What follows belongs to an exercise in optimizing a design on an open flow for small area, a short achievable clock period and few clock cycles per item; a production flow would make more cautious choices. RTL that was checked went through simulation tests only; none was proved equivalent to the original. Power is estimated from default activity; no workload was simulated.

==> flow/design.v (excerpt) <==
module fifo_hexdump_top #(
    parameter int BOOT_LINES     = 30,
    parameter int USER_LINES     = 8,
    parameter int BYTES_PER_LINE = 16
) (
    input  wire                                  MCLK,
    input  wire                                  rst,
    input  wire                                  buf_wr_en_n,
    input  wire  [fifo_hexdump_pkg::BUF_BIT_AW-1:0] buf_wr_addr,
    input  wire                                  buf_wr_bit,
    input  wire                                  send_boot_n,
    input  wire                                  send_user_n,
    input  wire  [11:0]                          rel_page,
    input  wire                                  fifo_en_n,
    input  wire                                  txe_n,
    output logic [7:0]                           fifo_data,
    output logic                                 wr_n
);
Settings: LEC_CHECK=0, ABC_CLOCK_PERIOD_IN_PS=5000, CAP_MARGIN=40, CORE_MARGIN=2, CORE_UTILIZATION=55, CTS_CLUSTER_DIAMETER=60, CTS_CLUSTER_SIZE=30, PLACE_DENSITY=0.62, SLEW_MARGIN=60, SYNTH_HIERARCHICAL=1, SYNTH_MINIMUM_KEEP_SIZE=0; clock period 25.0 ns.
standard.sh (not shown) runs the stock make flow with config.mk's settings and CLKGATE_MAP_FILE= SYNTH_SCRIPT=/design/flow/synth_recipe.tcl, a recipe that flattens the netlist after the stock synthesis.
==> flow/flow/run.sh <==
#!/bin/bash
# The standard ORFS flow (the standard.sh, unchanged synthesis), with the
# timing repair after CTS and after global routing asked to keep a setup
# margin, so that it works on the paths that set the achieved period.
set -euo pipefail
bash standard.sh SETUP_SLACK_MARGIN=18.4 finish > run_standard.log 2>&1
Then changed:
--- a/flow/flow/run.sh
+++ b/flow/flow/run.sh
@@ -5,2 +5,2 @@
 set -euo pipefail
-bash standard.sh SETUP_SLACK_MARGIN=18.4 finish > run_standard.log 2>&1
+bash standard.sh SETUP_SLACK_MARGIN=19.0 finish > run_standard.log 2>&1
--- a/flow/config.mk
+++ b/flow/config.mk
@@ -8,3 +8,3 @@
 export ABC_CLOCK_PERIOD_IN_PS = 5000
-export CAP_MARGIN = 40
+export CAP_MARGIN = 20
 export CORE_MARGIN = 2
@@ -14,3 +14,3 @@
 export PLACE_DENSITY = 0.62
-export SLEW_MARGIN = 60
+export SLEW_MARGIN = 20
 export SYNTH_HIERARCHICAL = 1
- area after synthesis stays the same
- maximum frequency increases by 1.5%
- wire length climbs by 0.92%
Then changed:
--- a/flow/config.mk
+++ b/flow/config.mk
@@ -8,3 +8,3 @@
 export ABC_CLOCK_PERIOD_IN_PS = 5000
-export CAP_MARGIN = 20
+export CAP_MARGIN = 40
 export CORE_MARGIN = 2
@@ -14,3 +14,3 @@
 export PLACE_DENSITY = 0.62
-export SLEW_MARGIN = 20
+export SLEW_MARGIN = 60
 export SYNTH_HIERARCHICAL = 1
The new run completed without violations.
Setup slack gets better by 23 ps.
Total power rose by 0.31%.
Hold slack barely changes.
Flip-flop and latch count is unchanged.
Via count rose by 1.8%.
Then changed:
==> flow/run.sh (new file) <==
#!/bin/bash
# synth_recipe.tcl (not shown) runs the flow's synth.tcl, then flattens the netlist and writes it again
# the make line also repeats each setting of config.mk as NAME=value (left out here)
make -C /OpenROAD-flow-scripts/flow DESIGN_CONFIG=/design/flow/config.mk WORK_HOME=/design/flow/orfs CLKGATE_MAP_FILE= SYNTH_SCRIPT=/design/flow/synth_recipe.tcl finish
removed: flow/flow/run.sh
removed: flow/standard.sh
Effect: Power is lower by 0.83%; worst hold slack improved by 3.1 ps; via count is higher by 0.39%; sequential cell count does not change; die area does not change; wire length rose by 0.35%; count of clock-buffer cells in the layout is lower by 18; cell area is lower by 0.33%.
No run of this note included a check of the RTL's function; only the layout flow was run.

* * *

fifo_hexdump_top, a different RTL version from the one above (not shown whole).
Size: roughly 15000 cells after synthesis, ~42 I/O pins.
==> flow/config.mk <==
export PLATFORM = sky130hd
export DESIGN_NAME = fifo_hexdump_top
export DESIGN_NICKNAME = fifo_hexdump_top
export VERILOG_FILES = /design/flow/design.v
export SDC_FILE = /design/flow/constraint.sdc
export NUM_CORES = 8
export LEC_CHECK = 0
export ABC_CLOCK_PERIOD_IN_PS = 5000
export CAP_MARGIN = 20
export CORE_MARGIN = 2
export CORE_UTILIZATION = 60
export CTS_CLUSTER_DIAMETER = 80
export CTS_CLUSTER_SIZE = 28
export PLACE_DENSITY = 0.68
export SLEW_MARGIN = 20
export SYNTH_HIERARCHICAL = 1
export SYNTH_MINIMUM_KEEP_SIZE = 0
==> flow/constraint.sdc <==
create_clock -name core_clock -period 25.0 [get_ports {MCLK}]
set_input_delay 5.0000 -clock core_clock [delete_from_list [all_inputs] [get_ports {MCLK}]]
set_output_delay 5.0000 -clock core_clock [all_outputs]
set_load 0.01 [all_outputs]
==> flow/flow/run.sh <==
#!/bin/bash
# The standard ORFS flow (the standard.sh, unchanged synthesis), with the
# timing repair after CTS and after global routing asked to keep a setup
# margin, so that it works on the paths that set the achieved period.
set -euo pipefail
bash standard.sh SETUP_SLACK_MARGIN=19.0 finish > run_standard.log 2>&1
Testbench counts at the start, summed over its fixed seeds: cycles 57,008, chars 18,976.
Next try:
==> flow/flow/run.sh (replaced) <==
#!/bin/bash
# The standard ORFS flow (the standard.sh, unchanged synthesis), with
# the timing repair after CTS and after global routing asked to keep a setup
# margin, so that it works on the paths that set the achieved period; with
# resizing free to change a cell's footprint (detailed placement follows
# every repair); and with plain buffers (not delay cells) on the ports.
set -euo pipefail
bash standard.sh SETUP_SLACK_MARGIN=19.0 MATCH_CELL_FOOTPRINT=0 "BUFFER_PORTS_ARGS=-buffer_cell sky130_fd_sc_hd__buf_2" finish > run_standard.log 2>&1
Effect: Clock power rose by about 2%. Cell area barely changes. Critical path depth is unchanged.

* * *

fifo_hexdump_top, a different RTL version from the one above (not shown whole).
Size: about 7200 cells after synthesis, roughly 42 I/O pins, about 0.14 mm2 of cells after synthesis.
clock: 25.0 ns
lec_check: 0
abc_clock_period_in_ps: 5000
cap_margin: 20
core_margin: 2
core_utilization: 62
cts_cluster_diameter: 80
cts_cluster_size: 28
place_density: 0.7
slew_margin: 20
synth_hierarchical: 1
synth_minimum_keep_size: 0
==> flow/flow/run.sh <==
#!/bin/bash
# The standard ORFS flow (the standard.sh, unchanged synthesis), with the
# timing repair after CTS and after global routing asked to keep a setup
# margin, so that it works on the paths that set the achieved period.
set -euo pipefail
bash standard.sh SETUP_SLACK_MARGIN=19.0 finish > run_standard.log 2>&1
The starting point went through all stages and came out clean.
Testbench counts at the start, summed over its fixed seeds: cycles 57,008, chars 18,976.
Edit:
Settings changed: CORE_UTILIZATION 62 to 70, PLACE_DENSITY 0.7 to 0.78.
After rerunning: First-iteration DRC count goes up by 5.0%; core utilization increases by 8.0 points; wire length decreases by 4.0%; sequential power barely changes.
Edit:
Settings changed: CTS_CLUSTER_DIAMETER 80 to 120, CTS_CLUSTER_SIZE 28 to 26.
Result: Sequential share of layout area barely changes. Setup slack hardly moves. Die area does not change. First-iteration DRC count went up by a few percent. Via count barely changes. Power barely changes. Sequential cell count stays the same. Synthesized cell count stays the same. Core utilization hardly moves. Worst hold slack stays flat.

* * *

Setup of delta:
Another version of the RTL of fifo_hexdump_top (not shown whole).
clock: 25.0 ns
lec_check: 0
abc_clock_period_in_ps: 5000
cap_margin: 20
core_margin: 2
core_utilization: 55
cts_cluster_diameter: 60
cts_cluster_size: 30
place_density: 0.62
slew_margin: 20
synth_hierarchical: 1
synth_minimum_keep_size: 0
Scripts as last shown in full above: flow/flow/run.sh
Testbench counts of delta, summed over its fixed seeds: cycles 57,032, chars 18,976.
### delta -> epsilon
--- a/flow/config.mk
+++ b/flow/config.mk
@@ -12,2 +12,2 @@
-export CTS_CLUSTER_DIAMETER = 60
-export CTS_CLUSTER_SIZE = 30
+export CTS_CLUSTER_DIAMETER = 80
+export CTS_CLUSTER_SIZE = 28
--- outcome ---
Result: PASS for each of delta and epsilon. Diff delta..epsilon | met1 global-route usage | negligible. Relative to delta, the count of clock-buffer cells in the layout measured on epsilon has decreased by a little under 10%. Power: epsilon draws less than delta. Against delta, the final cell area of epsilon is lower. Changes observed in epsilon relative to delta: number of gates given a new drive strength after cts now smaller; area taken by flip-flops and latches has remained practically unchanged. In the reports for delta and epsilon, the smaller hold slack belongs to delta. The setup slack of epsilon is larger than that of delta. epsilon ends up with a minimum clock period that is 0.051 ns lower than in delta. Wire length of the first global-routing pass sits lower in epsilon than in delta.

* * *

Another version of the RTL of fifo_hexdump_top (not shown whole).
For scale: ~15,000 cells after synthesis, ~42 I/O pins.
==> flow/config.mk <==
export PLATFORM = sky130hd
export DESIGN_NAME = fifo_hexdump_top
export DESIGN_NICKNAME = fifo_hexdump_top
export VERILOG_FILES = /design/flow/design.v
export SDC_FILE = /design/flow/constraint.sdc
export NUM_CORES = 8
export LEC_CHECK = 0
export ABC_CLOCK_PERIOD_IN_PS = 5000
export CAP_MARGIN = 20
export CORE_MARGIN = 2
export CORE_UTILIZATION = 60
export CTS_CLUSTER_DIAMETER = 80
export CTS_CLUSTER_SIZE = 28
export PLACE_DENSITY = 0.68
export SLEW_MARGIN = 20
export SYNTH_HIERARCHICAL = 1
export SYNTH_MINIMUM_KEEP_SIZE = 0
==> flow/constraint.sdc <==
create_clock -name core_clock -period 25.0 [get_ports {MCLK}]
set_input_delay 5.0000 -clock core_clock [delete_from_list [all_inputs] [get_ports {MCLK}]]
set_output_delay 5.0000 -clock core_clock [all_outputs]
set_load 0.01 [all_outputs]
==> flow/flow/run.sh <==
#!/bin/bash
# The standard ORFS flow (the standard.sh, unchanged synthesis), with
# the timing repair after CTS and after global routing asked to keep a setup
# margin, so that it works on the paths that set the achieved period, and
# with all pins on one edge of the die.
set -euo pipefail
here=$(pwd)
bash standard.sh SETUP_SLACK_MARGIN=19.0 IO_CONSTRAINTS="$here/flow/io.tcl" finish > run_standard.log 2>&1
==> flow/flow/io.tcl <==
# Keep every signal pin on the top edge, so that the control logic, the
# output registers and their port buffers all sit close together.
set my_pins {}
foreach p [concat [all_inputs] [all_outputs]] { lappend my_pins [get_full_name $p] }
set_io_pin_constraint -region top:* -pin_names $my_pins
Testbench counts at the start, summed over its fixed seeds: cycles 57,008, chars 18,976.
Then changed:
==> flow/flow/run.sh (replaced) <==
#!/bin/bash
# The standard ORFS flow (the standard.sh, unchanged synthesis), with the
# timing repair after CTS and after global routing asked to keep a setup
# margin, so that it works on the paths that set the achieved period.
set -euo pipefail
bash standard.sh SETUP_SLACK_MARGIN=19.2 finish > run_standard.log 2>&1
removed: flow/flow/io.tcl
=>
- clock skew went down by 0.0091 ns
- power went up by 0.31%
- count of clock-buffer cells in the layout went up by 6
- synthesized cell count is unchanged
- synthesized area does not change
- non-clock buffer count went down by 13
- flip-flop and latch count is unchanged
- wire length went up by 0.51%
- clock power is about the same
- sequential share of layout area stays flat
- setup slack gains 0.015 ns

static timing again, ports no longer ideal:
The results above use ideal ports. As a check the final layouts listed here were re-extracted and re-timed, cells and wires unchanged.
Step 1 assumes that a clkbuf_16 drives the clock port and a buf_2 every other input.
Step 2 moves the port delays by t, midway between the first and last clock arrival at a register: inputs arrive t later, outputs are due t later. That takes back most of the time a late clock gives input paths.
a / b / c = ideal ports / drivers / drivers and shift; a / b = the first two.
run | shift t [ns] | slack for setup (ns) | worst setup path at the end | worst data-port slew with drivers (ns) | cell pins on the clock port's net
the first run of note 1 | 0.988 | 18.470 / 18.376 / 18.084 | input to register | 0.12 | 1
the second run of note 1 | 1.004 | 18.568 / 18.477 / 18.219 | input to register | 0.11 | 1
the third run of note 1 | 0.998 | 18.591 / 18.488 / 18.203 | input to register | 0.11 | 1
the fourth run of note 1 | 0.990 | 17.876 / 17.785 / 18.129 | input to register | 0.10 | 1
the first run of note 2 | 0.957 | 18.661 / 18.568 / 18.138 | input to register | 0.15 | 1
the second run of note 2 | 0.956 | 18.687 / 18.595 / 18.249 | input to register | 0.15 | 1
the first run of note 3 | 0.966 | 18.650 / 18.546 / 18.195 | input to register | 0.19 | 1
the second run of note 3 | 0.961 | 18.663 / 18.581 / 18.157 | input to register | 0.17 | 1
the third run of note 3 | 0.955 | 18.661 / 18.563 / 18.180 | input to register | 0.17 | 1
delta | 1.002 | 18.646 / 18.552 / 18.135 | input to register | 0.07 | 1
epsilon | 0.936 | 18.697 / 18.607 / 18.164 | input to register | 0.07 | 1
the first run of note 5 | 0.982 | 18.647 / 18.543 / 18.041 | input to register | 0.14 | 1
the second run of note 5 | 0.956 | 18.662 / 18.566 / 18.191 | input to register | 0.13 | 1
After both steps every run listed still meets setup and hold. The setup slack of the first run of note 5, which loses most, moves by -0.104 ns with the drivers and by -0.606 ns with both steps.
